This is an optimization exercise on Yosys and OpenROAD, whose aim is small area, a short achievable clock period and few clock cycles per item, not a production implementation.
Only simulation tests tie the RTL to the original design; equivalence was not proved.

==> design/flow/design.v <==
`default_nettype none
package brm_pkg;
   localparam int IN_W      = 16;
   localparam int PRODUCT_W = 32;
   localparam int MAG_W     = 31;
   localparam int CFG_W     = 5;
   localparam logic [CFG_W-1:0] CFG_RESET = 5'd16;
   localparam logic [CFG_W-1:0] MIN_WIDTH = 5'd2;
   localparam int ROUNDS_PER_STAGE = 2;
endpackage
`default_nettype wire
`default_nettype none
module booth_radix2_multiplier_core #(
   parameter int MAX_WIDTH = 16
) (
   input  logic                      clock,
   input  logic                      reset,
   input  logic                          req_valid,
   output logic                          req_ready,
   input  logic [brm_pkg::IN_W-1:0]      req_multiplicand_bits,
   input  logic [brm_pkg::IN_W-1:0]      req_multiplier_bits,
   output logic                          rsp_valid,
   input  logic                          rsp_ready,
   output logic [brm_pkg::PRODUCT_W-1:0] rsp_product_bits,
   output logic                          rsp_negative,
   output logic [brm_pkg::MAG_W-1:0]     rsp_magnitude,
   input  logic                      csr_write_enable,
   input  logic [brm_pkg::CFG_W-1:0] csr_write_data
);
   logic [15:0] wm, wtop;
   logic [31:0] pmask;
   logic [3:0] nm1_ff;
   always_ff @(posedge clock) begin
      if (reset) begin
         nm1_ff <= 4'd15;
      end else if (csr_write_enable) begin
         nm1_ff <= (csr_write_data < 5'd2) ? 4'd1 : (csr_write_data > 5'd16) ? 4'd15 : 4'(csr_write_data - 5'd1);
      end
   end
   always_comb begin
      for (int i = 0; i < 16; i++) begin
         wm[i] = (4'(i) <= nm1_ff);
      end
   end
   assign wtop = wm & ~(wm >> 1);
   always_comb begin
      for (int i = 0; i < 16; i++) begin
         pmask[2*i]   = wm[i];
         pmask[2*i+1] = wm[i];
      end
   end
   logic        en;
   logic        req_sa, req_sb;
   logic [15:0] ax;
   logic [7:0] one;
   logic [7:0] two;
   logic [7:0] neg;
   logic ng;
   logic [15:0] ax_c;
   logic [15:0] bx_c;
   logic [7:0] one_c;
   logic [7:0] two_c;
   logic [7:0] neg_c;
   logic ng_c;
   logic sx_c;
   logic bl_c;
   assign req_sa = |(req_multiplicand_bits & wtop);
   assign req_sb = |(req_multiplier_bits & wtop);
   assign req_ready = en;
   logic        op_v;
   logic [15:0] ax_q;
   logic [7:0] one_q;
   logic [7:0] two_q;
   logic [7:0] neg_q;
   logic ng_q;
   always_ff @(posedge clock) begin
      if (reset) begin
         op_v <= 1'b0;
      end else if (en) begin
         op_v <= req_valid;
      end
   end
   always_ff @(posedge clock) begin
      if (en) begin
         ax_q <= ax_c;
         one_q <= one_c;
         two_q <= two_c;
         neg_q <= neg_c;
         ng_q <= ng_c;
      end
   end
   assign ax = ax_q;
   assign one = one_q;
   assign two = two_q;
   assign neg = neg_q;
   assign ng = ng_q;
   always_comb begin
      for (int j = 0; j < 16; j++) begin
         ax_c[j] = wm[j] ? req_multiplicand_bits[j] : req_sa;
         bx_c[j] = wm[j] ? req_multiplier_bits[j] : req_sb;
      end
      sx_c = req_sa ^ req_sb;
      ng_c = sx_c & (|(req_multiplicand_bits & wm)) & (|(req_multiplier_bits & wm));
      for (int i = 0; i < 8; i++) begin
         bl_c = (i == 0) ? 1'b0 : bx_c[2*i-1];
         one_c[i] = bx_c[2*i] ^ bl_c;
         two_c[i] = (bx_c[2*i+1] & ~bx_c[2*i] & ~bl_c) | (~bx_c[2*i+1] & bx_c[2*i] & bl_c);
         neg_c[i] = bx_c[2*i+1] ^ sx_c;
      end
   end
   wire pp1 = (one[0] & ax[0]) ^ neg[0];
   wire pp2 = ((one[0] & ax[1]) | (two[0] & ax[0])) ^ neg[0];
   wire pp3 = ((one[0] & ax[2]) | (two[0] & ax[1])) ^ neg[0];
   wire pp4 = ((one[0] & ax[3]) | (two[0] & ax[2])) ^ neg[0];
   wire pp5 = ((one[0] & ax[4]) | (two[0] & ax[3])) ^ neg[0];
   wire pp6 = ((one[0] & ax[5]) | (two[0] & ax[4])) ^ neg[0];
   wire pp7 = ((one[0] & ax[6]) | (two[0] & ax[5])) ^ neg[0];
   wire pp8 = ((one[0] & ax[7]) | (two[0] & ax[6])) ^ neg[0];
   wire pp9 = ((one[0] & ax[8]) | (two[0] & ax[7])) ^ neg[0];
   wire pp10 = ((one[0] & ax[9]) | (two[0] & ax[8])) ^ neg[0];
   wire pp11 = ((one[0] & ax[10]) | (two[0] & ax[9])) ^ neg[0];
   wire pp12 = ((one[0] & ax[11]) | (two[0] & ax[10])) ^ neg[0];
   wire pp13 = ((one[0] & ax[12]) | (two[0] & ax[11])) ^ neg[0];
   wire pp14 = ((one[0] & ax[13]) | (two[0] & ax[12])) ^ neg[0];
   wire pp15 = ((one[0] & ax[14]) | (two[0] & ax[13])) ^ neg[0];
   wire pp16 = ((one[0] & ax[15]) | (two[0] & ax[14])) ^ neg[0];
   wire pp17 = ((one[0] & ax[15]) | (two[0] & ax[15])) ^ neg[0];
   wire ns18 = ~pp17;
   wire pp19 = (one[1] & ax[0]) ^ neg[1];
   wire pp20 = ((one[1] & ax[1]) | (two[1] & ax[0])) ^ neg[1];
   wire pp21 = ((one[1] & ax[2]) | (two[1] & ax[1])) ^ neg[1];
   wire pp22 = ((one[1] & ax[3]) | (two[1] & ax[2])) ^ neg[1];
   wire pp23 = ((one[1] & ax[4]) | (two[1] & ax[3])) ^ neg[1];
   wire pp24 = ((one[1] & ax[5]) | (two[1] & ax[4])) ^ neg[1];
   wire pp25 = ((one[1] & ax[6]) | (two[1] & ax[5])) ^ neg[1];
   wire pp26 = ((one[1] & ax[7]) | (two[1] & ax[6])) ^ neg[1];
   wire pp27 = ((one[1] & ax[8]) | (two[1] & ax[7])) ^ neg[1];
   wire pp28 = ((one[1] & ax[9]) | (two[1] & ax[8])) ^ neg[1];
   wire pp29 = ((one[1] & ax[10]) | (two[1] & ax[9])) ^ neg[1];
   wire pp30 = ((one[1] & ax[11]) | (two[1] & ax[10])) ^ neg[1];
   wire pp31 = ((one[1] & ax[12]) | (two[1] & ax[11])) ^ neg[1];
   wire pp32 = ((one[1] & ax[13]) | (two[1] & ax[12])) ^ neg[1];
   wire pp33 = ((one[1] & ax[14]) | (two[1] & ax[13])) ^ neg[1];
   wire pp34 = ((one[1] & ax[15]) | (two[1] & ax[14])) ^ neg[1];
   wire pp35 = ((one[1] & ax[15]) | (two[1] & ax[15])) ^ neg[1];
   wire ns36 = ~pp35;
   wire pp37 = (one[2] & ax[0]) ^ neg[2];
   wire pp38 = ((one[2] & ax[1]) | (two[2] & ax[0])) ^ neg[2];
   wire pp39 = ((one[2] & ax[2]) | (two[2] & ax[1])) ^ neg[2];
   wire pp40 = ((one[2] & ax[3]) | (two[2] & ax[2])) ^ neg[2];
   wire pp41 = ((one[2] & ax[4]) | (two[2] & ax[3])) ^ neg[2];
   wire pp42 = ((one[2] & ax[5]) | (two[2] & ax[4])) ^ neg[2];
   wire pp43 = ((one[2] & ax[6]) | (two[2] & ax[5])) ^ neg[2];
   wire pp44 = ((one[2] & ax[7]) | (two[2] & ax[6])) ^ neg[2];
   wire pp45 = ((one[2] & ax[8]) | (two[2] & ax[7])) ^ neg[2];
   wire pp46 = ((one[2] & ax[9]) | (two[2] & ax[8])) ^ neg[2];
   wire pp47 = ((one[2] & ax[10]) | (two[2] & ax[9])) ^ neg[2];
   wire pp48 = ((one[2] & ax[11]) | (two[2] & ax[10])) ^ neg[2];
   wire pp49 = ((one[2] & ax[12]) | (two[2] & ax[11])) ^ neg[2];
   wire pp50 = ((one[2] & ax[13]) | (two[2] & ax[12])) ^ neg[2];
   wire pp51 = ((one[2] & ax[14]) | (two[2] & ax[13])) ^ neg[2];
   wire pp52 = ((one[2] & ax[15]) | (two[2] & ax[14])) ^ neg[2];
   wire pp53 = ((one[2] & ax[15]) | (two[2] & ax[15])) ^ neg[2];
   wire ns54 = ~pp53;
   wire pp55 = (one[3] & ax[0]) ^ neg[3];
   wire pp56 = ((one[3] & ax[1]) | (two[3] & ax[0])) ^ neg[3];
   wire pp57 = ((one[3] & ax[2]) | (two[3] & ax[1])) ^ neg[3];
   wire pp58 = ((one[3] & ax[3]) | (two[3] & ax[2])) ^ neg[3];
   wire pp59 = ((one[3] & ax[4]) | (two[3] & ax[3])) ^ neg[3];
   wire pp60 = ((one[3] & ax[5]) | (two[3] & ax[4])) ^ neg[3];
   wire pp61 = ((one[3] & ax[6]) | (two[3] & ax[5])) ^ neg[3];
   wire pp62 = ((one[3] & ax[7]) | (two[3] & ax[6])) ^ neg[3];
   wire pp63 = ((one[3] & ax[8]) | (two[3] & ax[7])) ^ neg[3];
   wire pp64 = ((one[3] & ax[9]) | (two[3] & ax[8])) ^ neg[3];
   wire pp65 = ((one[3] & ax[10]) | (two[3] & ax[9])) ^ neg[3];
   wire pp66 = ((one[3] & ax[11]) | (two[3] & ax[10])) ^ neg[3];
   wire pp67 = ((one[3] & ax[12]) | (two[3] & ax[11])) ^ neg[3];
   wire pp68 = ((one[3] & ax[13]) | (two[3] & ax[12])) ^ neg[3];
   wire pp69 = ((one[3] & ax[14]) | (two[3] & ax[13])) ^ neg[3];
   wire pp70 = ((one[3] & ax[15]) | (two[3] & ax[14])) ^ neg[3];
   wire pp71 = ((one[3] & ax[15]) | (two[3] & ax[15])) ^ neg[3];
   wire ns72 = ~pp71;
   wire pp73 = (one[4] & ax[0]) ^ neg[4];
   wire pp74 = ((one[4] & ax[1]) | (two[4] & ax[0])) ^ neg[4];
   wire pp75 = ((one[4] & ax[2]) | (two[4] & ax[1])) ^ neg[4];
   wire pp76 = ((one[4] & ax[3]) | (two[4] & ax[2])) ^ neg[4];
   wire pp77 = ((one[4] & ax[4]) | (two[4] & ax[3])) ^ neg[4];
   wire pp78 = ((one[4] & ax[5]) | (two[4] & ax[4])) ^ neg[4];
   wire pp79 = ((one[4] & ax[6]) | (two[4] & ax[5])) ^ neg[4];
   wire pp80 = ((one[4] & ax[7]) | (two[4] & ax[6])) ^ neg[4];
   wire pp81 = ((one[4] & ax[8]) | (two[4] & ax[7])) ^ neg[4];
   wire pp82 = ((one[4] & ax[9]) | (two[4] & ax[8])) ^ neg[4];
   wire pp83 = ((one[4] & ax[10]) | (two[4] & ax[9])) ^ neg[4];
   wire pp84 = ((one[4] & ax[11]) | (two[4] & ax[10])) ^ neg[4];
   wire pp85 = ((one[4] & ax[12]) | (two[4] & ax[11])) ^ neg[4];
   wire pp86 = ((one[4] & ax[13]) | (two[4] & ax[12])) ^ neg[4];
   wire pp87 = ((one[4] & ax[14]) | (two[4] & ax[13])) ^ neg[4];
   wire pp88 = ((one[4] & ax[15]) | (two[4] & ax[14])) ^ neg[4];
   wire pp89 = ((one[4] & ax[15]) | (two[4] & ax[15])) ^ neg[4];
   wire ns90 = ~pp89;
   wire pp91 = (one[5] & ax[0]) ^ neg[5];
   wire pp92 = ((one[5] & ax[1]) | (two[5] & ax[0])) ^ neg[5];
   wire pp93 = ((one[5] & ax[2]) | (two[5] & ax[1])) ^ neg[5];
   wire pp94 = ((one[5] & ax[3]) | (two[5] & ax[2])) ^ neg[5];
   wire pp95 = ((one[5] & ax[4]) | (two[5] & ax[3])) ^ neg[5];
   wire pp96 = ((one[5] & ax[5]) | (two[5] & ax[4])) ^ neg[5];
   wire pp97 = ((one[5] & ax[6]) | (two[5] & ax[5])) ^ neg[5];
   wire pp98 = ((one[5] & ax[7]) | (two[5] & ax[6])) ^ neg[5];
   wire pp99 = ((one[5] & ax[8]) | (two[5] & ax[7])) ^ neg[5];
   wire pp100 = ((one[5] & ax[9]) | (two[5] & ax[8])) ^ neg[5];
   wire pp101 = ((one[5] & ax[10]) | (two[5] & ax[9])) ^ neg[5];
   wire pp102 = ((one[5] & ax[11]) | (two[5] & ax[10])) ^ neg[5];
   wire pp103 = ((one[5] & ax[12]) | (two[5] & ax[11])) ^ neg[5];
   wire pp104 = ((one[5] & ax[13]) | (two[5] & ax[12])) ^ neg[5];
   wire pp105 = ((one[5] & ax[14]) | (two[5] & ax[13])) ^ neg[5];
   wire pp106 = ((one[5] & ax[15]) | (two[5] & ax[14])) ^ neg[5];
   wire pp107 = ((one[5] & ax[15]) | (two[5] & ax[15])) ^ neg[5];
   wire ns108 = ~pp107;
   wire pp109 = (one[6] & ax[0]) ^ neg[6];
   wire pp110 = ((one[6] & ax[1]) | (two[6] & ax[0])) ^ neg[6];
   wire pp111 = ((one[6] & ax[2]) | (two[6] & ax[1])) ^ neg[6];
   wire pp112 = ((one[6] & ax[3]) | (two[6] & ax[2])) ^ neg[6];
   wire pp113 = ((one[6] & ax[4]) | (two[6] & ax[3])) ^ neg[6];
   wire pp114 = ((one[6] & ax[5]) | (two[6] & ax[4])) ^ neg[6];
   wire pp115 = ((one[6] & ax[6]) | (two[6] & ax[5])) ^ neg[6];
   wire pp116 = ((one[6] & ax[7]) | (two[6] & ax[6])) ^ neg[6];
   wire pp117 = ((one[6] & ax[8]) | (two[6] & ax[7])) ^ neg[6];
   wire pp118 = ((one[6] & ax[9]) | (two[6] & ax[8])) ^ neg[6];
   wire pp119 = ((one[6] & ax[10]) | (two[6] & ax[9])) ^ neg[6];
   wire pp120 = ((one[6] & ax[11]) | (two[6] & ax[10])) ^ neg[6];
   wire pp121 = ((one[6] & ax[12]) | (two[6] & ax[11])) ^ neg[6];
   wire pp122 = ((one[6] & ax[13]) | (two[6] & ax[12])) ^ neg[6];
   wire pp123 = ((one[6] & ax[14]) | (two[6] & ax[13])) ^ neg[6];
   wire pp124 = ((one[6] & ax[15]) | (two[6] & ax[14])) ^ neg[6];
   wire pp125 = ((one[6] & ax[15]) | (two[6] & ax[15])) ^ neg[6];
   wire ns126 = ~pp125;
   wire pp127 = (one[7] & ax[0]) ^ neg[7];
   wire pp128 = ((one[7] & ax[1]) | (two[7] & ax[0])) ^ neg[7];
   wire pp129 = ((one[7] & ax[2]) | (two[7] & ax[1])) ^ neg[7];
   wire pp130 = ((one[7] & ax[3]) | (two[7] & ax[2])) ^ neg[7];
   wire pp131 = ((one[7] & ax[4]) | (two[7] & ax[3])) ^ neg[7];
   wire pp132 = ((one[7] & ax[5]) | (two[7] & ax[4])) ^ neg[7];
   wire pp133 = ((one[7] & ax[6]) | (two[7] & ax[5])) ^ neg[7];
   wire pp134 = ((one[7] & ax[7]) | (two[7] & ax[6])) ^ neg[7];
   wire pp135 = ((one[7] & ax[8]) | (two[7] & ax[7])) ^ neg[7];
   wire pp136 = ((one[7] & ax[9]) | (two[7] & ax[8])) ^ neg[7];
   wire pp137 = ((one[7] & ax[10]) | (two[7] & ax[9])) ^ neg[7];
   wire pp138 = ((one[7] & ax[11]) | (two[7] & ax[10])) ^ neg[7];
   wire pp139 = ((one[7] & ax[12]) | (two[7] & ax[11])) ^ neg[7];
   wire pp140 = ((one[7] & ax[13]) | (two[7] & ax[12])) ^ neg[7];
   wire pp141 = ((one[7] & ax[14]) | (two[7] & ax[13])) ^ neg[7];
   wire pp142 = ((one[7] & ax[15]) | (two[7] & ax[14])) ^ neg[7];
   wire pp143 = ((one[7] & ax[15]) | (two[7] & ax[15])) ^ neg[7];
   wire ns144 = ~pp143;
   wire u145 = one[7] & ax[0];
   wire un146 = u145 | neg[7];
   wire nu147 = ~u145;
   wire nun148 = ~un146;
   wire s149 = pp9 ^ pp25;
   wire c150 = pp9 & pp25;
   wire s151 = pp10 ^ pp26;
   wire c152 = pp10 & pp26;
   wire s153 = pp11 ^ pp27 ^ pp43;
   wire c154 = (pp11 & pp27) | (pp43 & (pp11 ^ pp27));
   wire s155 = pp59 ^ pp75;
   wire c156 = pp59 & pp75;
   wire s157 = pp12 ^ pp28 ^ pp44;
   wire c158 = (pp12 & pp28) | (pp44 & (pp12 ^ pp28));
   wire s159 = pp60 ^ pp76;
   wire c160 = pp60 & pp76;
   wire s161 = pp13 ^ pp29 ^ pp45;
   wire c162 = (pp13 & pp29) | (pp45 & (pp13 ^ pp29));
   wire s163 = pp61 ^ pp77 ^ pp93;
   wire c164 = (pp61 & pp77) | (pp93 & (pp61 ^ pp77));
   wire s165 = pp109 ^ neg[6];
   wire c166 = pp109 & neg[6];
   wire s167 = pp14 ^ pp30 ^ pp46;
   wire c168 = (pp14 & pp30) | (pp46 & (pp14 ^ pp30));
   wire s169 = pp62 ^ pp78 ^ pp94;
   wire c170 = (pp62 & pp78) | (pp94 & (pp62 ^ pp78));
   wire s171 = pp110 ^ 1'b1;
   wire c172 = pp110 & 1'b1;
   wire s173 = pp15 ^ pp31 ^ pp47;
   wire c174 = (pp15 & pp31) | (pp47 & (pp15 ^ pp31));
   wire s175 = pp63 ^ pp79 ^ pp95;
   wire c176 = (pp63 & pp79) | (pp95 & (pp63 ^ pp79));
   wire s177 = pp111 ^ nu147;
   wire c178 = pp111 & nu147;
   wire s179 = pp16 ^ pp32 ^ pp48;
   wire c180 = (pp16 & pp32) | (pp48 & (pp16 ^ pp32));
   wire s181 = pp64 ^ pp80 ^ pp96;
   wire c182 = (pp64 & pp80) | (pp96 & (pp64 ^ pp80));
   wire s183 = pp112 ^ pp128 ^ nun148;
   wire c184 = (pp112 & pp128) | (nun148 & (pp112 ^ pp128));
   wire s185 = ns18 ^ pp33 ^ pp49;
   wire c186 = (ns18 & pp33) | (pp49 & (ns18 ^ pp33));
   wire s187 = pp65 ^ pp81 ^ pp97;
   wire c188 = (pp65 & pp81) | (pp97 & (pp65 ^ pp81));
   wire s189 = pp113 ^ pp129 ^ un146;
   wire c190 = (pp113 & pp129) | (un146 & (pp113 ^ pp129));
   wire s191 = pp34 ^ pp50 ^ pp66;
   wire c192 = (pp34 & pp50) | (pp66 & (pp34 ^ pp50));
   wire s193 = pp82 ^ pp98 ^ pp114;
   wire c194 = (pp82 & pp98) | (pp114 & (pp82 ^ pp98));
   wire s195 = pp130 ^ 1'b1;
   wire c196 = pp130 & 1'b1;
   wire s197 = ns36 ^ pp51 ^ pp67;
   wire c198 = (ns36 & pp51) | (pp67 & (ns36 ^ pp51));
   wire s199 = pp83 ^ pp99 ^ pp115;
   wire c200 = (pp83 & pp99) | (pp115 & (pp83 ^ pp99));
   wire s201 = pp52 ^ pp68 ^ pp84;
   wire c202 = (pp52 & pp68) | (pp84 & (pp52 ^ pp68));
   wire s203 = pp100 ^ pp116;
   wire c204 = pp100 & pp116;
   wire s205 = ns54 ^ pp69 ^ pp85;
   wire c206 = (ns54 & pp69) | (pp85 & (ns54 ^ pp69));
   wire s207 = pp70 ^ pp86;
   wire c208 = pp70 & pp86;
   wire s209 = pp5 ^ pp21;
   wire c210 = pp5 & pp21;
   wire s211 = pp6 ^ pp22;
   wire c212 = pp6 & pp22;
   wire s213 = pp7 ^ pp23 ^ pp39;
   wire c214 = (pp7 & pp23) | (pp39 & (pp7 ^ pp23));
   wire s215 = pp55 ^ neg[3];
   wire c216 = pp55 & neg[3];
   wire s217 = pp8 ^ pp24 ^ pp40;
   wire c218 = (pp8 & pp24) | (pp40 & (pp8 ^ pp24));
   wire s219 = pp56 ^ 1'b1;
   wire c220 = pp56 & 1'b1;
   wire s221 = s149 ^ pp41 ^ pp57;
   wire c222 = (s149 & pp41) | (pp57 & (s149 ^ pp41));
   wire s223 = pp73 ^ neg[4] ^ 1'b1;
   wire c224 = (pp73 & neg[4]) | (1'b1 & (pp73 ^ neg[4]));
   wire s225 = s151 ^ pp42 ^ pp58;
   wire c226 = (s151 & pp42) | (pp58 & (s151 ^ pp42));
   wire s227 = pp74 ^ 1'b1 ^ c150;
   wire c228 = (pp74 & 1'b1) | (c150 & (pp74 ^ 1'b1));
   wire s229 = s153 ^ s155 ^ pp91;
   wire c230 = (s153 & s155) | (pp91 & (s153 ^ s155));
   wire s231 = neg[5] ^ 1'b1 ^ c152;
   wire c232 = (neg[5] & 1'b1) | (c152 & (neg[5] ^ 1'b1));
   wire s233 = s157 ^ s159 ^ pp92;
   wire c234 = (s157 & s159) | (pp92 & (s157 ^ s159));
   wire s235 = 1'b1 ^ c154 ^ c156;
   wire c236 = (1'b1 & c154) | (c156 & (1'b1 ^ c154));
   wire s237 = s161 ^ s163 ^ s165;
   wire c238 = (s161 & s163) | (s165 & (s161 ^ s163));
   wire s239 = 1'b1 ^ c158 ^ c160;
   wire c240 = (1'b1 & c158) | (c160 & (1'b1 ^ c158));
   wire s241 = s167 ^ s169 ^ s171;
   wire c242 = (s167 & s169) | (s171 & (s167 ^ s169));
   wire s243 = c162 ^ c164 ^ c166;
   wire c244 = (c162 & c164) | (c166 & (c162 ^ c164));
   wire s245 = s173 ^ s175 ^ s177;
   wire c246 = (s173 & s175) | (s177 & (s173 ^ s175));
   wire s247 = c168 ^ c170 ^ c172;
   wire c248 = (c168 & c170) | (c172 & (c168 ^ c170));
   wire s249 = s179 ^ s181 ^ s183;
   wire c250 = (s179 & s181) | (s183 & (s179 ^ s181));
   wire s251 = c174 ^ c176 ^ c178;
   wire c252 = (c174 & c176) | (c178 & (c174 ^ c176));
   wire s253 = s185 ^ s187 ^ s189;
   wire c254 = (s185 & s187) | (s189 & (s185 ^ s187));
   wire s255 = c180 ^ c182 ^ c184;
   wire c256 = (c180 & c182) | (c184 & (c180 ^ c182));
   wire s257 = s191 ^ s193 ^ s195;
   wire c258 = (s191 & s193) | (s195 & (s191 ^ s193));
   wire s259 = c186 ^ c188 ^ c190;
   wire c260 = (c186 & c188) | (c190 & (c186 ^ c188));
   wire s261 = s197 ^ s199 ^ pp131;
   wire c262 = (s197 & s199) | (pp131 & (s197 ^ s199));
   wire s263 = c192 ^ c194 ^ c196;
   wire c264 = (c192 & c194) | (c196 & (c192 ^ c194));
   wire s265 = s201 ^ s203 ^ pp132;
   wire c266 = (s201 & s203) | (pp132 & (s201 ^ s203));
   wire s267 = 1'b1 ^ c198 ^ c200;
   wire c268 = (1'b1 & c198) | (c200 & (1'b1 ^ c198));
   wire s269 = s205 ^ pp101 ^ pp117;
   wire c270 = (s205 & pp101) | (pp117 & (s205 ^ pp101));
   wire s271 = pp133 ^ c202 ^ c204;
   wire c272 = (pp133 & c202) | (c204 & (pp133 ^ c202));
   wire s273 = s207 ^ pp102 ^ pp118;
   wire c274 = (s207 & pp102) | (pp118 & (s207 ^ pp102));
   wire s275 = pp134 ^ 1'b1 ^ c206;
   wire c276 = (pp134 & 1'b1) | (c206 & (pp134 ^ 1'b1));
   wire s277 = ns72 ^ pp87 ^ pp103;
   wire c278 = (ns72 & pp87) | (pp103 & (ns72 ^ pp87));
   wire s279 = pp119 ^ pp135 ^ c208;
   wire c280 = (pp119 & pp135) | (c208 & (pp119 ^ pp135));
   wire s281 = pp88 ^ pp104 ^ pp120;
   wire c282 = (pp88 & pp104) | (pp120 & (pp88 ^ pp104));
   wire s283 = pp136 ^ 1'b1;
   wire c284 = pp136 & 1'b1;
   wire s285 = ns90 ^ pp105 ^ pp121;
   wire c286 = (ns90 & pp105) | (pp121 & (ns90 ^ pp105));
   wire s287 = pp106 ^ pp122;
   wire c288 = pp106 & pp122;
   wire s289 = pp3 ^ pp19;
   wire c290 = pp3 & pp19;
   wire s291 = pp4 ^ pp20;
   wire c292 = pp4 & pp20;
   wire s293 = s209 ^ pp37 ^ neg[2];
   wire c294 = (s209 & pp37) | (neg[2] & (s209 ^ pp37));
   wire s295 = s211 ^ pp38 ^ 1'b1;
   wire c296 = (s211 & pp38) | (1'b1 & (s211 ^ pp38));
   wire s297 = s213 ^ s215 ^ 1'b1;
   wire c298 = (s213 & s215) | (1'b1 & (s213 ^ s215));
   wire s299 = s217 ^ s219 ^ c214;
   wire c300 = (s217 & s219) | (c214 & (s217 ^ s219));
   wire s301 = s221 ^ s223 ^ c218;
   wire c302 = (s221 & s223) | (c218 & (s221 ^ s223));
   wire s303 = s225 ^ s227 ^ c222;
   wire c304 = (s225 & s227) | (c222 & (s225 ^ s227));
   wire s305 = s229 ^ s231 ^ c226;
   wire c306 = (s229 & s231) | (c226 & (s229 ^ s231));
   wire s307 = s233 ^ s235 ^ c230;
   wire c308 = (s233 & s235) | (c230 & (s233 ^ s235));
   wire s309 = s237 ^ s239 ^ c234;
   wire c310 = (s237 & s239) | (c234 & (s237 ^ s239));
   wire s311 = s241 ^ s243 ^ c238;
   wire c312 = (s241 & s243) | (c238 & (s241 ^ s243));
   wire s313 = s245 ^ s247 ^ c242;
   wire c314 = (s245 & s247) | (c242 & (s245 ^ s247));
   wire s315 = s249 ^ s251 ^ c246;
   wire c316 = (s249 & s251) | (c246 & (s249 ^ s251));
   wire s317 = s253 ^ s255 ^ c250;
   wire c318 = (s253 & s255) | (c250 & (s253 ^ s255));
   wire s319 = s257 ^ s259 ^ c254;
   wire c320 = (s257 & s259) | (c254 & (s257 ^ s259));
   wire s321 = s261 ^ s263 ^ c258;
   wire c322 = (s261 & s263) | (c258 & (s261 ^ s263));
   wire s323 = s265 ^ s267 ^ c262;
   wire c324 = (s265 & s267) | (c262 & (s265 ^ s267));
   wire s325 = s269 ^ s271 ^ c266;
   wire c326 = (s269 & s271) | (c266 & (s269 ^ s271));
   wire s327 = s273 ^ s275 ^ c270;
   wire c328 = (s273 & s275) | (c270 & (s273 ^ s275));
   wire s329 = s277 ^ s279 ^ c274;
   wire c330 = (s277 & s279) | (c274 & (s277 ^ s279));
   wire s331 = s281 ^ s283 ^ c278;
   wire c332 = (s281 & s283) | (c278 & (s281 ^ s283));
   wire s333 = s285 ^ pp137 ^ c282;
   wire c334 = (s285 & pp137) | (c282 & (s285 ^ pp137));
   wire s335 = s287 ^ pp138 ^ 1'b1;
   wire c336 = (s287 & pp138) | (1'b1 & (s287 ^ pp138));
   wire s337 = ns108 ^ pp123 ^ pp139;
   wire c338 = (ns108 & pp123) | (pp139 & (ns108 ^ pp123));
   wire s339 = pp124 ^ pp140;
   wire c340 = pp124 & pp140;
   wire s341 = pp1 ^ neg[0];
   wire c342 = pp1 & neg[0];
   wire s343 = pp2 ^ 1'b1;
   wire c344 = pp2 & 1'b1;
   wire s345 = s289 ^ neg[1] ^ 1'b1;
   wire c346 = (s289 & neg[1]) | (1'b1 & (s289 ^ neg[1]));
   wire s347 = s291 ^ 1'b1 ^ c290;
   wire c348 = (s291 & 1'b1) | (c290 & (s291 ^ 1'b1));
   wire s349 = s293 ^ 1'b1 ^ c292;
   wire c350 = (s293 & 1'b1) | (c292 & (s293 ^ 1'b1));
   wire s351 = s295 ^ c210 ^ c294;
   wire c352 = (s295 & c210) | (c294 & (s295 ^ c210));
   wire s353 = s297 ^ c212 ^ c296;
   wire c354 = (s297 & c212) | (c296 & (s297 ^ c212));
   wire s355 = s299 ^ c216 ^ c298;
   wire c356 = (s299 & c216) | (c298 & (s299 ^ c216));
   wire s357 = s301 ^ c220 ^ c300;
   wire c358 = (s301 & c220) | (c300 & (s301 ^ c220));
   wire s359 = s303 ^ c224 ^ c302;
   wire c360 = (s303 & c224) | (c302 & (s303 ^ c224));
   wire s361 = s305 ^ c228 ^ c304;
   wire c362 = (s305 & c228) | (c304 & (s305 ^ c228));
   wire s363 = s307 ^ c232 ^ c306;
   wire c364 = (s307 & c232) | (c306 & (s307 ^ c232));
   wire s365 = s309 ^ c236 ^ c308;
   wire c366 = (s309 & c236) | (c308 & (s309 ^ c236));
   wire s367 = s311 ^ c240 ^ c310;
   wire c368 = (s311 & c240) | (c310 & (s311 ^ c240));
   wire s369 = s313 ^ c244 ^ c312;
   wire c370 = (s313 & c244) | (c312 & (s313 ^ c244));
   wire s371 = s315 ^ c248 ^ c314;
   wire c372 = (s315 & c248) | (c314 & (s315 ^ c248));
   wire s373 = s317 ^ c252 ^ c316;
   wire c374 = (s317 & c252) | (c316 & (s317 ^ c252));
   wire s375 = s319 ^ c256 ^ c318;
   wire c376 = (s319 & c256) | (c318 & (s319 ^ c256));
   wire s377 = s321 ^ c260 ^ c320;
   wire c378 = (s321 & c260) | (c320 & (s321 ^ c260));
   wire s379 = s323 ^ c264 ^ c322;
   wire c380 = (s323 & c264) | (c322 & (s323 ^ c264));
   wire s381 = s325 ^ c268 ^ c324;
   wire c382 = (s325 & c268) | (c324 & (s325 ^ c268));
   wire s383 = s327 ^ c272 ^ c326;
   wire c384 = (s327 & c272) | (c326 & (s327 ^ c272));
   wire s385 = s329 ^ c276 ^ c328;
   wire c386 = (s329 & c276) | (c328 & (s329 ^ c276));
   wire s387 = s331 ^ c280 ^ c330;
   wire c388 = (s331 & c280) | (c330 & (s331 ^ c280));
   wire s389 = s333 ^ c284 ^ c332;
   wire c390 = (s333 & c284) | (c332 & (s333 ^ c284));
   wire s391 = s335 ^ c286 ^ c334;
   wire c392 = (s335 & c286) | (c334 & (s335 ^ c286));
   wire s393 = s337 ^ c288 ^ c336;
   wire c394 = (s337 & c288) | (c336 & (s337 ^ c288));
   wire s395 = s339 ^ 1'b1 ^ c338;
   wire c396 = (s339 & 1'b1) | (c338 & (s339 ^ 1'b1));
   wire s397 = ns126 ^ pp141 ^ c340;
   wire c398 = (ns126 & pp141) | (c340 & (ns126 ^ pp141));
   wire s399 = pp142 ^ 1'b1;
   wire c400 = pp142 & 1'b1;
   wire p401 = ~mid_0;
   wire p402 = mid_1 ^ mid_2;
   wire g403 = mid_1 & mid_2;
   wire p404 = mid_3 ^ mid_4;
   wire g405 = mid_3 & mid_4;
   wire p406 = mid_5 ^ mid_6;
   wire g407 = mid_5 & mid_6;
   wire p408 = mid_7 ^ mid_8;
   wire g409 = mid_7 & mid_8;
   wire p410 = mid_9 ^ mid_10;
   wire g411 = mid_9 & mid_10;
   wire p412 = mid_11 ^ mid_12;
   wire g413 = mid_11 & mid_12;
   wire p414 = mid_13 ^ mid_14;
   wire g415 = mid_13 & mid_14;
   wire p416 = mid_15 ^ mid_16;
   wire g417 = mid_15 & mid_16;
   wire p418 = mid_17 ^ mid_18;
   wire g419 = mid_17 & mid_18;
   wire p420 = mid_19 ^ mid_20;
   wire g421 = mid_19 & mid_20;
   wire p422 = mid_21 ^ mid_22;
   wire g423 = mid_21 & mid_22;
   wire p424 = mid_23 ^ mid_24;
   wire g425 = mid_23 & mid_24;
   wire p426 = mid_25 ^ mid_26;
   wire g427 = mid_25 & mid_26;
   wire p428 = mid_27 ^ mid_28;
   wire g429 = mid_27 & mid_28;
   wire p430 = mid_29 ^ mid_30;
   wire g431 = mid_29 & mid_30;
   wire p432 = mid_31 ^ mid_32;
   wire g433 = mid_31 & mid_32;
   wire p434 = mid_33 ^ mid_34;
   wire g435 = mid_33 & mid_34;
   wire p436 = mid_35 ^ mid_36;
   wire g437 = mid_35 & mid_36;
   wire p438 = mid_37 ^ mid_38;
   wire g439 = mid_37 & mid_38;
   wire p440 = mid_39 ^ mid_40;
   wire g441 = mid_39 & mid_40;
   wire p442 = mid_41 ^ mid_42;
   wire g443 = mid_41 & mid_42;
   wire p444 = mid_43 ^ mid_44;
   wire g445 = mid_43 & mid_44;
   wire p446 = mid_45 ^ mid_46;
   wire g447 = mid_45 & mid_46;
   wire p448 = mid_47 ^ mid_48;
   wire g449 = mid_47 & mid_48;
   wire p450 = mid_49 ^ mid_50;
   wire g451 = mid_49 & mid_50;
   wire p452 = mid_51 ^ mid_52;
   wire g453 = mid_51 & mid_52;
   wire p454 = mid_53 ^ mid_54;
   wire g455 = mid_53 & mid_54;
   wire p456 = mid_55 ^ mid_56;
   wire g457 = mid_55 & mid_56;
   wire p458 = mid_57 ^ mid_58;
   wire g459 = mid_57 & mid_58;
   wire p460 = mid_59 ^ mid_60;
   wire g461 = mid_59 & mid_60;
   wire G462 = g403 | (p402 & mid_0);
   wire T463 = p402 & p401;
   wire G464 = g407 | (p406 & g405);
   wire T465 = p406 & p404;
   wire G466 = g411 | (p410 & g409);
   wire T467 = p410 & p408;
   wire G468 = g415 | (p414 & g413);
   wire T469 = p414 & p412;
   wire G470 = g419 | (p418 & g417);
   wire T471 = p418 & p416;
   wire G472 = g423 | (p422 & g421);
   wire T473 = p422 & p420;
   wire G474 = g427 | (p426 & g425);
   wire T475 = p426 & p424;
   wire G476 = g431 | (p430 & g429);
   wire T477 = p430 & p428;
   wire G478 = g435 | (p434 & g433);
   wire T479 = p434 & p432;
   wire G480 = g439 | (p438 & g437);
   wire T481 = p438 & p436;
   wire G482 = g443 | (p442 & g441);
   wire T483 = p442 & p440;
   wire G484 = g447 | (p446 & g445);
   wire T485 = p446 & p444;
   wire G486 = g451 | (p450 & g449);
   wire T487 = p450 & p448;
   wire G488 = g455 | (p454 & g453);
   wire T489 = p454 & p452;
   wire G490 = g459 | (p458 & g457);
   wire T491 = p458 & p456;
   wire G492 = 1'b1 & g461;
   wire T493 = 1'b1 & p460;
   wire G494 = g405 | (p404 & G462);
   wire T495 = p404 & T463;
   wire G496 = G464 | (T465 & G462);
   wire T497 = T465 & T463;
   wire G498 = g413 | (p412 & G466);
   wire T499 = p412 & T467;
   wire G500 = G468 | (T469 & G466);
   wire T501 = T469 & T467;
   wire G502 = g421 | (p420 & G470);
   wire T503 = p420 & T471;
   wire G504 = G472 | (T473 & G470);
   wire T505 = T473 & T471;
   wire G506 = g429 | (p428 & G474);
   wire T507 = p428 & T475;
   wire G508 = G476 | (T477 & G474);
   wire T509 = T477 & T475;
   wire G510 = g437 | (p436 & G478);
   wire T511 = p436 & T479;
   wire G512 = G480 | (T481 & G478);
   wire T513 = T481 & T479;
   wire G514 = g445 | (p444 & G482);
   wire T515 = p444 & T483;
   wire G516 = G484 | (T485 & G482);
   wire T517 = T485 & T483;
   wire G518 = g453 | (p452 & G486);
   wire T519 = p452 & T487;
   wire G520 = G488 | (T489 & G486);
   wire T521 = T489 & T487;
   wire G522 = g461 | (p460 & G490);
   wire T523 = p460 & T491;
   wire G524 = G492 | (T493 & G490);
   wire T525 = T493 & T491;
   wire G526 = g409 | (p408 & G496);
   wire T527 = p408 & T497;
   wire G528 = G466 | (T467 & G496);
   wire T529 = T467 & T497;
   wire G530 = G498 | (T499 & G496);
   wire T531 = T499 & T497;
   wire G532 = G500 | (T501 & G496);
   wire T533 = T501 & T497;
   wire G534 = g425 | (p424 & G504);
   wire T535 = p424 & T505;
   wire G536 = G474 | (T475 & G504);
   wire T537 = T475 & T505;
   wire G538 = G506 | (T507 & G504);
   wire T539 = T507 & T505;
   wire G540 = G508 | (T509 & G504);
   wire T541 = T509 & T505;
   wire G542 = g441 | (p440 & G512);
   wire T543 = p440 & T513;
   wire G544 = G482 | (T483 & G512);
   wire T545 = T483 & T513;
   wire G546 = G514 | (T515 & G512);
   wire T547 = T515 & T513;
   wire G548 = G516 | (T517 & G512);
   wire T549 = T517 & T513;
   wire G550 = g457 | (p456 & G520);
   wire T551 = p456 & T521;
   wire G552 = G490 | (T491 & G520);
   wire T553 = T491 & T521;
   wire G554 = G522 | (T523 & G520);
   wire T555 = T523 & T521;
   wire G556 = G524 | (T525 & G520);
   wire T557 = T525 & T521;
   wire G558 = g417 | (p416 & G532);
   wire T559 = p416 & T533;
   wire G560 = G470 | (T471 & G532);
   wire T561 = T471 & T533;
   wire G562 = G502 | (T503 & G532);
   wire T563 = T503 & T533;
   wire G564 = G504 | (T505 & G532);
   wire T565 = T505 & T533;
   wire G566 = G534 | (T535 & G532);
   wire T567 = T535 & T533;
   wire G568 = G536 | (T537 & G532);
   wire T569 = T537 & T533;
   wire G570 = G538 | (T539 & G532);
   wire T571 = T539 & T533;
   wire G572 = G540 | (T541 & G532);
   wire T573 = T541 & T533;
   wire G574 = g449 | (p448 & G548);
   wire T575 = p448 & T549;
   wire G576 = G486 | (T487 & G548);
   wire T577 = T487 & T549;
   wire G578 = G518 | (T519 & G548);
   wire T579 = T519 & T549;
   wire G580 = G520 | (T521 & G548);
   wire T581 = T521 & T549;
   wire G582 = G550 | (T551 & G548);
   wire T583 = T551 & T549;
   wire G584 = G552 | (T553 & G548);
   wire T585 = T553 & T549;
   wire G586 = G554 | (T555 & G548);
   wire T587 = T555 & T549;
   wire G588 = G556 | (T557 & G548);
   wire T589 = T557 & T549;
   wire G590 = g433 | (p432 & G572);
   wire T591 = p432 & T573;
   wire G592 = G478 | (T479 & G572);
   wire T593 = T479 & T573;
   wire G594 = G510 | (T511 & G572);
   wire T595 = T511 & T573;
   wire G596 = G512 | (T513 & G572);
   wire T597 = T513 & T573;
   wire G598 = G542 | (T543 & G572);
   wire T599 = T543 & T573;
   wire G600 = G544 | (T545 & G572);
   wire T601 = T545 & T573;
   wire G602 = G546 | (T547 & G572);
   wire T603 = T547 & T573;
   wire G604 = G548 | (T549 & G572);
   wire T605 = T549 & T573;
   wire G606 = G574 | (T575 & G572);
   wire T607 = T575 & T573;
   wire G608 = G576 | (T577 & G572);
   wire T609 = T577 & T573;
   wire G610 = G578 | (T579 & G572);
   wire T611 = T579 & T573;
   wire G612 = G580 | (T581 & G572);
   wire T613 = T581 & T573;
   wire G614 = G582 | (T583 & G572);
   wire T615 = T583 & T573;
   wire G616 = G584 | (T585 & G572);
   wire T617 = T585 & T573;
   wire G618 = G586 | (T587 & G572);
   wire T619 = T587 & T573;
   wire G620 = G588 | (T589 & G572);
   wire T621 = T589 & T573;
   logic mid_v;
   logic mid_0;
   logic mid_1;
   logic mid_2;
   logic mid_3;
   logic mid_4;
   logic mid_5;
   logic mid_6;
   logic mid_7;
   logic mid_8;
   logic mid_9;
   logic mid_10;
   logic mid_11;
   logic mid_12;
   logic mid_13;
   logic mid_14;
   logic mid_15;
   logic mid_16;
   logic mid_17;
   logic mid_18;
   logic mid_19;
   logic mid_20;
   logic mid_21;
   logic mid_22;
   logic mid_23;
   logic mid_24;
   logic mid_25;
   logic mid_26;
   logic mid_27;
   logic mid_28;
   logic mid_29;
   logic mid_30;
   logic mid_31;
   logic mid_32;
   logic mid_33;
   logic mid_34;
   logic mid_35;
   logic mid_36;
   logic mid_37;
   logic mid_38;
   logic mid_39;
   logic mid_40;
   logic mid_41;
   logic mid_42;
   logic mid_43;
   logic mid_44;
   logic mid_45;
   logic mid_46;
   logic mid_47;
   logic mid_48;
   logic mid_49;
   logic mid_50;
   logic mid_51;
   logic mid_52;
   logic mid_53;
   logic mid_54;
   logic mid_55;
   logic mid_56;
   logic mid_57;
   logic mid_58;
   logic mid_59;
   logic mid_60;
   logic mid_61;
   always_ff @(posedge clock) begin
      if (reset) begin
         mid_v <= 1'b0;
      end else if (en) begin
         mid_v <= op_v;
      end
   end
   always_ff @(posedge clock) begin
      if (en) begin
         mid_0 <= s341;
         mid_1 <= s343;
         mid_2 <= c342;
         mid_3 <= s345;
         mid_4 <= c344;
         mid_5 <= s347;
         mid_6 <= c346;
         mid_7 <= s349;
         mid_8 <= c348;
         mid_9 <= s351;
         mid_10 <= c350;
         mid_11 <= s353;
         mid_12 <= c352;
         mid_13 <= s355;
         mid_14 <= c354;
         mid_15 <= s357;
         mid_16 <= c356;
         mid_17 <= s359;
         mid_18 <= c358;
         mid_19 <= s361;
         mid_20 <= c360;
         mid_21 <= s363;
         mid_22 <= c362;
         mid_23 <= s365;
         mid_24 <= c364;
         mid_25 <= s367;
         mid_26 <= c366;
         mid_27 <= s369;
         mid_28 <= c368;
         mid_29 <= s371;
         mid_30 <= c370;
         mid_31 <= s373;
         mid_32 <= c372;
         mid_33 <= s375;
         mid_34 <= c374;
         mid_35 <= s377;
         mid_36 <= c376;
         mid_37 <= s379;
         mid_38 <= c378;
         mid_39 <= s381;
         mid_40 <= c380;
         mid_41 <= s383;
         mid_42 <= c382;
         mid_43 <= s385;
         mid_44 <= c384;
         mid_45 <= s387;
         mid_46 <= c386;
         mid_47 <= s389;
         mid_48 <= c388;
         mid_49 <= s391;
         mid_50 <= c390;
         mid_51 <= s393;
         mid_52 <= c392;
         mid_53 <= s395;
         mid_54 <= c394;
         mid_55 <= s397;
         mid_56 <= c396;
         mid_57 <= s399;
         mid_58 <= c398;
         mid_59 <= ns144;
         mid_60 <= c400;
         mid_61 <= ng;
      end
   end
   logic [31:0] prod_w;
   logic [30:0] mag_w;
   assign prod_w = {(mid_61 ? ~(1'b1 ^ G618) : (1'b1 ^ (G618 | T619))), (mid_61 ? ~(p460 ^ G616) : (p460 ^ (G616 | T617))), (mid_61 ? ~(p458 ^ G614) : (p458 ^ (G614 | T615))), (mid_61 ? ~(p456 ^ G612) : (p456 ^ (G612 | T613))), (mid_61 ? ~(p454 ^ G610) : (p454 ^ (G610 | T611))), (mid_61 ? ~(p452 ^ G608) : (p452 ^ (G608 | T609))), (mid_61 ? ~(p450 ^ G606) : (p450 ^ (G606 | T607))), (mid_61 ? ~(p448 ^ G604) : (p448 ^ (G604 | T605))), (mid_61 ? ~(p446 ^ G602) : (p446 ^ (G602 | T603))), (mid_61 ? ~(p444 ^ G600) : (p444 ^ (G600 | T601))), (mid_61 ? ~(p442 ^ G598) : (p442 ^ (G598 | T599))), (mid_61 ? ~(p440 ^ G596) : (p440 ^ (G596 | T597))), (mid_61 ? ~(p438 ^ G594) : (p438 ^ (G594 | T595))), (mid_61 ? ~(p436 ^ G592) : (p436 ^ (G592 | T593))), (mid_61 ? ~(p434 ^ G590) : (p434 ^ (G590 | T591))), (mid_61 ? ~(p432 ^ G572) : (p432 ^ (G572 | T573))), (mid_61 ? ~(p430 ^ G570) : (p430 ^ (G570 | T571))), (mid_61 ? ~(p428 ^ G568) : (p428 ^ (G568 | T569))), (mid_61 ? ~(p426 ^ G566) : (p426 ^ (G566 | T567))), (mid_61 ? ~(p424 ^ G564) : (p424 ^ (G564 | T565))), (mid_61 ? ~(p422 ^ G562) : (p422 ^ (G562 | T563))), (mid_61 ? ~(p420 ^ G560) : (p420 ^ (G560 | T561))), (mid_61 ? ~(p418 ^ G558) : (p418 ^ (G558 | T559))), (mid_61 ? ~(p416 ^ G532) : (p416 ^ (G532 | T533))), (mid_61 ? ~(p414 ^ G530) : (p414 ^ (G530 | T531))), (mid_61 ? ~(p412 ^ G528) : (p412 ^ (G528 | T529))), (mid_61 ? ~(p410 ^ G526) : (p410 ^ (G526 | T527))), (mid_61 ? ~(p408 ^ G496) : (p408 ^ (G496 | T497))), (mid_61 ? ~(p406 ^ G494) : (p406 ^ (G494 | T495))), (mid_61 ? ~(p404 ^ G462) : (p404 ^ (G462 | T463))), (mid_61 ? ~(p402 ^ mid_0) : (p402 ^ (mid_0 | p401))), (mid_61 ? ~p401 : ~p401)} & pmask;
   assign mag_w  = {(p460 ^ (G616 | T617)), (p458 ^ (G614 | T615)), (p456 ^ (G612 | T613)), (p454 ^ (G610 | T611)), (p452 ^ (G608 | T609)), (p450 ^ (G606 | T607)), (p448 ^ (G604 | T605)), (p446 ^ (G602 | T603)), (p444 ^ (G600 | T601)), (p442 ^ (G598 | T599)), (p440 ^ (G596 | T597)), (p438 ^ (G594 | T595)), (p436 ^ (G592 | T593)), (p434 ^ (G590 | T591)), (p432 ^ (G572 | T573)), (p430 ^ (G570 | T571)), (p428 ^ (G568 | T569)), (p426 ^ (G566 | T567)), (p424 ^ (G564 | T565)), (p422 ^ (G562 | T563)), (p420 ^ (G560 | T561)), (p418 ^ (G558 | T559)), (p416 ^ (G532 | T533)), (p414 ^ (G530 | T531)), (p412 ^ (G528 | T529)), (p410 ^ (G526 | T527)), (p408 ^ (G496 | T497)), (p406 ^ (G494 | T495)), (p404 ^ (G462 | T463)), (p402 ^ (mid_0 | p401)), ~p401};
   logic        out_v;
   logic [31:0] prod_ff;
   logic [29:1] mag_ff;
   logic        neg_ff;
   assign en = !out_v || rsp_ready;
   always_ff @(posedge clock) begin
      if (reset) begin
         out_v <= 1'b0;
      end else if (en) begin
         out_v <= mid_v;
      end
   end
   always_ff @(posedge clock) begin
      if (en) begin
         prod_ff <= prod_w;
         mag_ff  <= mag_w[29:1];
         neg_ff  <= mid_61;
      end
   end
   assign rsp_valid        = out_v;
   assign rsp_product_bits = prod_ff;
   assign rsp_magnitude    = {prod_ff[30] & ~neg_ff, mag_ff, prod_ff[0]};
   assign rsp_negative     = neg_ff;
endmodule
`default_nettype wire
==> design/flow/flow/run.sh <==
#!/bin/bash
# Layout flow: the standard ORFS flow (standard.sh) with two changes:
#  1. synthesis: the same script, except that Yosys's "synth -run fine:" step
#     gets -noabc, so the quick ABC pass there does not re-encode the adder
#     trees before extract_fa (it leaves fewer inverters around the fa/ha
#     cells); flops, hierarchy flattening and renaming are as in synth_recipe.tcl.
#  2. port buffers are sky130_fd_sc_hd__buf_2 instead of the delay cell that
#     buffer_ports picks by default.
# Each tool's output goes to the ORFS logs under orfs/logs; make's own output
# goes to flow_make.log here.
set -euo pipefail
here=$(pwd)
sed 's|^proc synth {args} { yosys synth -nofsm -noshare {\*}\$args }|proc synth {args} { if {[lsearch -exact $args fine:] >= 0} { lappend args -noabc }; yosys synth -nofsm -noshare {*}$args }|' synth_recipe.tcl > flow_synth.tcl
grep -q -- '-noabc' flow_synth.tcl
sed -e "s|SYNTH_SCRIPT=[^ ]*|SYNTH_SCRIPT=$here/flow_synth.tcl|" \
    -e 's|"\${@:-finish}"|BUFFER_PORTS_ARGS="-buffer_cell sky130_fd_sc_hd__buf_2" "${@:-finish}"|' standard.sh > flow_standard_mod.sh
grep -q flow_synth.tcl flow_standard_mod.sh
bash flow_standard_mod.sh > flow_make.log 2>&1
==> design/flow/standard.sh <==
#!/bin/bash
# synth_recipe.tcl (not shown) runs the flow's synth.tcl, then flattens the netlist and writes it again
# the make line also repeats each setting of config.mk as NAME=value (left out here)
make -C /OpenROAD-flow-scripts/flow DESIGN_CONFIG=/design/flow/config.mk WORK_HOME=/design/flow/orfs CLKGATE_MAP_FILE= SYNTH_SCRIPT=/design/flow/synth_recipe.tcl "${@:-finish}"
==> design/flow/config.mk <==
export PLATFORM = sky130hd
export DESIGN_NAME = booth_radix2_multiplier_core
export DESIGN_NICKNAME = booth_radix2_multiplier_core
export VERILOG_FILES = /design/flow/design.v
export SDC_FILE = /design/flow/constraint.sdc
export NUM_CORES = 4
export LEC_CHECK = 0
export ABC_CLOCK_PERIOD_IN_PS = 3300
export CAP_MARGIN = 20
export CORE_MARGIN = 2
export CORE_UTILIZATION = 40
export PLACE_DENSITY = 0.6
export SETUP_SLACK_MARGIN = 3.9
export SLEW_MARGIN = 20
==> design/flow/constraint.sdc <==
create_clock -name core_clock -period 7.2 [get_ports {clock}]
set_input_delay 1.4400 -clock core_clock [delete_from_list [all_inputs] [get_ports {clock}]]
set_output_delay 1.4400 -clock core_clock [all_outputs]
set_load 0.01 [all_outputs]
==> results.cfg <==
[placement]
numPortBuffers = 107
finalWeightedCongestion = 0.927
dp_hpwl_um = 28900

[timing]
rsz0062_at_grt = yes
hold_viol_final = 0
fin_crit_sh = 0.458
tightest_slew_ps = 1030
relSlewSlack = 0.308
drv_slew = 0
finClkSkew_ps = 13.1
max_freq_mhz = 303
period_needed_ps = 3300
finalSetupViolations = 0
setup_tns_ps = 0

[yosys]
syn_area_um2 = 14200
synth_edf_count = 165
syn_avg_cell_area_um2 = 10.7
syn_nets = 1528
synth-main-ff-cell = edfxtp_1
synth-seq-cells = 172
async_reset_ff_frac = 0
ys_seq_area_frac = 0.359
synth_cell_types = 87
synthCells = 1325
yosysWarnings = 1

[clocking]
hold_buffers = 0
clk_latency_ps = 440
cts_root_buffer = clkbuf_16
numCtsBuffers = 17
h-tree-depth = 4
cts_tree = built
clock_path_buffers = 2
clk_pin_slew_ps = 70
clkSinkCount = 172

[finish]
fin_util = 0.481
drive_above_1_share = 0.230
num-fill-cells = 3187
final_nets = 1675
area_delta_synth_final_pct = 19.4
ff_latch_area_um2 = 5100
multi_input_area_um2 = 8480

[critical_path]
critPathKind = flop to flop
start_kind = flop
worstPathArrival_ps = 3480
endpoint_kind = flop
crit_required_ps = 7380
path_max_fanout = 5

[routing]
drt-total-wl_um = 42700
drc = 0
vias = 11200
first_pass_iters = 5
wl_per_cell_um = 22.0
drt_iter0_markers = 1157
vias_per_cell = 5.76
ant_nets = 0

[global_routing]
grt_first_pass_wirelength_um = 65100
grt_antenna_before_repair = 0
first_global_vias = 11000
track_usage = 0.235
overflow = 0
grt_max_degree = 72

[die]
die-area_um2 = 37000
fp-row-count = 69
die_x_um = 192
ioPinCount = 108
initial_utilization = 0.402
die_h_um = 192
core_area_um2 = 35300

[status]
outcome = finished clean

[job]
maxCapViolCount = 0

[hold_path]
hp-class = flop to flop
-- logic make-up after synthesis --
logic type	share of synthesized area
compound gates	0.171
simple gates	0.0771
buf+inv	0.0598
xor+xnor	0.115
flops	0.359
fa+ha+maj	0.192
mux	0.0263
-- stage by stage --
stage               hold WS (ps)  worst slack, ps  cells  cell area (um^2)
global placement             428             3450   1794             15000
global route                 465             3830   1945             17000
CTS                          439             3800   1936             16700
detailed placement           423             3430   1794             15000
finish                       438             3900   1946             17000
floorplan                    400             3090   1325             14300
-- what timing repair did --
action	in CTS	in global routing
endpoints found under the setup margin	34	37
setup buffers	109	9
gates resized for setup	2	46
pin swaps	1	37
gates cloned	2	0
-- registers in the layout, indices dropped and copies added, names as in the netlist, 4 cells and up --
| name | cells |
|---|---|
| mag_ff | 29 |
| two_q | 8 |
| nm1_ff | 4 |
| ax_q | 16 |
| one_q | 8 |
| neg_q | 8 |
| prod_ff | 32 |
-- layout by cell type, fill, tap and decap left out, types with 7 or more instances in the layout --
cell	n
edfxtp_1	165
a22oi_1	100
nand4_1	11
a21o_1	10
o21ai_0	41
nand2_1	52
nand3_1	18
clkbuf_16	17
a31oi_1	8
a22oi_2	24
nor3_1	14
fa_1	92
buf_12	26
buf_2	105
a21oi_1	54
o21a_1	9
o21ai_1	11
and3_1	8
or3_1	12
xor2_1	32
xnor2_1	151
nand2b_1	8
inv_1	104
mux2i_1	27
and2_1	8
a211oi_1	11
a211o_1	7
buf_4	102
ha_1	66
nor2_1	60
a21boi_0	10
-- final timing paths --
check	end	cells after the start	start	slack [ps]
hold / removal	mid_61	0	ng_q	440
setup / recovery	mid_27	7	ax_q[5]	3900
hold reg to reg	mid_61	0	ng_q	440
setup reg to reg	mid_27	7	ax_q[5]	3900
-- layer usage --
layer / track usage / up-vias / share of wire
met3: 0.0422 / 71 / 0.082
met2: 0.375 / 531 / 0.47
met4: 0.0778 / 0 / 0.027
met1: 0.322 / 5581 / 0.43
li1: - / 5032 / -
met5: 0 / - / 0
-- critical path, cell delays in order (launching register included) --
cell      delay, ps
edfxtp_1        510
buf_4           200
a22oi_1         190
xnor2_1         170
fa_1            500
fa_2            580
fa_1            450
fa_1            440
-- area by class of cell --
class                   instances  area share
repair buffers                236       0.109
flip-flops and latches        172       0.300
diodes                          1    0.000147
inverters                     105      0.0232
well taps                     461      0.0340
clock buffers                  18      0.0253
clock inverters                13     0.00841
multi-input cells             940       0.500
-- cell usage after synthesis, types with 12 or more instances --
cell      instances  share of area
nand2_1          52          0.014
a211oi_1         12         0.0063
xor2_1           33          0.020
nand3_1          18         0.0063
inv_1           104          0.027
clkbuf_1         89          0.024
a21oi_1          55          0.019
edfxtp_1        165           0.35
ha_1             66          0.058
mux2i_1          27          0.019
nor2_1           61          0.016
fa_1             95           0.13
o21ai_0          44          0.015
a22oi_1         124          0.066
or3_1            12         0.0053
nor3_1           14         0.0049
xnor2_1         154          0.095
Testbench counts, summed over its fixed seeds: cycles 8,024, items 8,000.

==> afterwards: timing with drivers on the ports <==
In the flow no input, the clock included, has a driving cell. The finished layout below was timed again as built, in two steps.
Step 1 assumes that a clkbuf_16 drives the clock port and a buf_2 every other input.
Step 2 moves the port delays by t, midway between the first and last clock arrival at a register: inputs arrive t later, outputs are due t later. That takes back most of the time a late clock gives input paths.
Slacks: ideal / step 1 / step 2; pairs: ideal / step 1.
t (ns): 0.489
slack for setup (ns): 3.899 / 3.860 / 3.519
worst register clock-pin slew, ns: 0.07 / 0.07
worst slew at a driven data input, ns: 0.07
After both steps setup and hold are still met in this run. The setup slack of this run moves by -0.039 ns with the drivers and by -0.380 ns with both steps.
